This design comes from an exercise in tuning for a short achievable clock period and few clock cycles on the open sky130 flow, not from production work. In this exercise RTL edits were held to simulation tests only and were not proved equivalent to the original. Power and IR drop assume default switching activity.

Design core_top, start of the top module:
module core_top #(
  parameter logic [31:0] RESET_PC = '0
) (
  input  logic        CLK,
  input  logic        RST_N,
  input  logic [31:0] i_imem_data,
  output logic [31:0] o_imem_addr,
  input  logic [31:0] i_dmem_rdata,
  output logic [31:0] o_dmem_addr,
  output logic [31:0] o_dmem_wdata,
  output logic        o_dmem_we
);
Size: about 10000 cells after synthesis, roughly 2200 flip-flops, about 160 I/O pins, roughly 120000 sq um of cells after synthesis.
==> flow/config.mk <==
export PLATFORM = sky130hd
export DESIGN_NAME = core_top
export DESIGN_NICKNAME = core_top
export VERILOG_FILES = /design/flow/design.v
export SDC_FILE = /design/flow/constraint.sdc
export NUM_CORES = 4
export LEC_CHECK = 0
export ABC_CLOCK_PERIOD_IN_PS = 2500
export CAP_MARGIN = 20
export CORE_MARGIN = 2
export CORE_UTILIZATION = 30
export SETUP_SLACK_MARGIN = 5
export SLEW_MARGIN = 20
==> flow/constraint.sdc <==
create_clock -name core_clock -period 8.0 [get_ports {CLK}]
set_input_delay 1.6000 -clock core_clock [delete_from_list [all_inputs] [get_ports {CLK}]]
set_output_delay 1.6000 -clock core_clock [all_outputs]
set_load 0.01 [all_outputs]
run.sh (not shown) runs the stock make flow with config.mk's settings and CLKGATE_MAP_FILE= SYNTH_SCRIPT=/design/flow/synth_recipe.tcl, a recipe that flattens the netlist after the stock synthesis.
The baseline went through all stages and came out clean.
Testbench counts at the start, summed over its fixed seeds: cycles 172,196.
Change:
--- a/flow/design.v
+++ b/flow/design.v
@@ -65,17 +65,16 @@
   logic [31:0] pc4_e;
   logic [31:0] pc_e;
   logic [31:0] ir_e;
   logic        wr_m;
   logic [4:0]  rd_m;
   logic        ld_m;
   logic        sw_m;
   logic [31:0] res_m;
-  logic [31:0] resf;         
   logic [31:0] st_m;
   logic        rd_mr;        
   logic [31:0] rpc_m;        
   logic        jr_m;         
   logic [31:0] ja_m, jb_m;   
   logic [31:0] regs [1:31];
   logic [31:0] wb_val;
   assign wb_val = ld_m ? i_dmem_rdata : res_m;
@@ -182,39 +181,37 @@
   assign id_jump  = v_d && !hitok_d && (static_d || pt_d);
   assign id_pc    = static_d ? tgt_d : pc4_d;
   logic fa_d, fb_d;
   assign fa_d = fwd1 && !is_lui && !is_auipc;
   assign fb_d = fwd2 && (is_op | is_br);
   logic [31:0] a, b, s;
   logic [31:0] ldv;
   assign ldv = i_dmem_rdata;
-  logic [31:0] fv;
-  assign fv = ld_m ? ldv : resf;
-  assign a  = fa_e ? fv : a_e;
-  assign b  = fb_e ? fv : b_e;
-  assign s  = fs_e ? fv : s_e;
+  assign a = fa_e ? wb_val : a_e;
+  assign b = fb_e ? wb_val : b_e;
+  assign s = fs_e ? wb_val : s_e;
   logic [31:0] s00, s10, s01a, s01s, s11, sl0, sl1a, sl1s, sll2, sum;
   assign s00  = a_e + bx_e + {31'd0, sub_e};
-  assign s10  = resf + bx_e + {31'd0, sub_e};
-  assign s01a = a_e + resf;
-  assign s01s = a_e - resf;
-  assign s11  = sub_e ? 32'd0 : {resf[30:0], 1'b0};
+  assign s10  = res_m + bx_e + {31'd0, sub_e};
+  assign s01a = a_e + res_m;
+  assign s01s = a_e - res_m;
+  assign s11  = sub_e ? 32'd0 : {res_m[30:0], 1'b0};
   assign sl0  = ldv + bx_e + {31'd0, sub_e};
   assign sl1a = a_e + ldv;
   assign sl1s = a_e - ldv;
   assign sll2 = sub_e ? 32'd0 : {ldv[30:0], 1'b0};
   assign sum  = ({32{vs_e[0]}} & s00) | ({32{vs_e[1]}} & s10) |
                 ({32{vs_e[2]}} & (sub_e ? s01s : s01a)) | ({32{vs_e[3]}} & s11) |
                 ({32{vs_e[4]}} & sl0) | ({32{vs_e[5]}} & (sub_e ? sl1s : sl1a)) |
                 ({32{vs_e[6]}} & sll2);
   logic [2:0] c00, c10, c01, c11, cl0, cl1;
   assign c00 = {a_e == b_e, $signed(a_e) < $signed(b_e), a_e < b_e};
-  assign c10 = {resf == b_e, $signed(resf) < $signed(b_e), resf < b_e};
-  assign c01 = {a_e == resf, $signed(a_e) < $signed(resf), a_e < resf};
+  assign c10 = {res_m == b_e, $signed(res_m) < $signed(b_e), res_m < b_e};
+  assign c01 = {a_e == res_m, $signed(a_e) < $signed(res_m), a_e < res_m};
   assign c11 = 3'b100;
   assign cl0 = {ldv == b_e, $signed(ldv) < $signed(b_e), ldv < b_e};
   assign cl1 = {a_e == ldv, $signed(a_e) < $signed(ldv), a_e < ldv};
   function automatic logic cond_hit(input logic [5:0] c, input logic [2:0] f);
     cond_hit = (c[0] & f[2]) | (c[1] & ~f[2]) | (c[2] & f[1]) |
            (c[3] & ~f[1]) | (c[4] & f[0]) | (c[5] & ~f[0]);
   endfunction
   logic [2:0] cmp;
@@ -410,14 +407,13 @@
       rd_mr <= (jalr_e | mispredict) & !rd_mr;
       jr_m  <= jalr_e;
       rd_m  <= rd_e;
       res_m <= res_e;
       st_m  <= s;
     end
   end
   always_ff @(posedge CLK) begin
-    resf  <= res_e;
     rpc_m <= pred_e ? pc4_e : tgt_e;
     ja_m  <= a;
     jb_m  <= b_e;
   end
 endmodule
What happened: Via count went down slightly. Synthesized area goes down slightly. Final area drops slightly. Clock power came out lower by a few percent. Die area drops slightly. First-iteration DRC count drops by a few percent. Worst setup slack got worse by 0.062 ns. Global-route usage is higher by 0.67 points. Routed wire length is higher slightly.
Testbench counts after the change, summed over its fixed seeds: cycles 172,196.

port drivers added, routing unchanged:
The flow's constraints put no driver on any port. The routed layouts listed below were extracted and timed again, unchanged, in two steps.
Step 1 (the two cells are an assumption about what drives the block):
set clk [get_ports {CLK}]
set_driving_cell -lib_cell sky130_fd_sc_hd__clkbuf_16 $clk
set_driving_cell -lib_cell sky130_fd_sc_hd__buf_2 [delete_from_list [all_inputs] $clk]
Step 2 adds t to the input delays and takes it off the output delays; t is the mean of the earliest and latest rising clock arrival at the registers after step 1. Input paths then give back, and output paths get back, about the clock's delay inside the block.
Slacks: no drivers / after step 1 / after step 2; pairs: no drivers / after step 1.
run | shift t [ns] | setup slack, ns | latest minus earliest clock arrival (ns) | worst register clock-pin slew, ns | cell pins on the clock port's net
the first run | 1.008 | 4.093 / 4.096 / 3.088 | 0.101 / 0.101 | 0.07 / 0.07 | 1
the second run | 1.015 | 4.031 / 4.043 / 3.028 | 0.114 / 0.114 | 0.09 / 0.09 | 1
After both steps setup and hold are still met in every run listed. The setup slack of the first run, which loses most, moves by +0.003 ns with the drivers and by -1.005 ns with both steps.
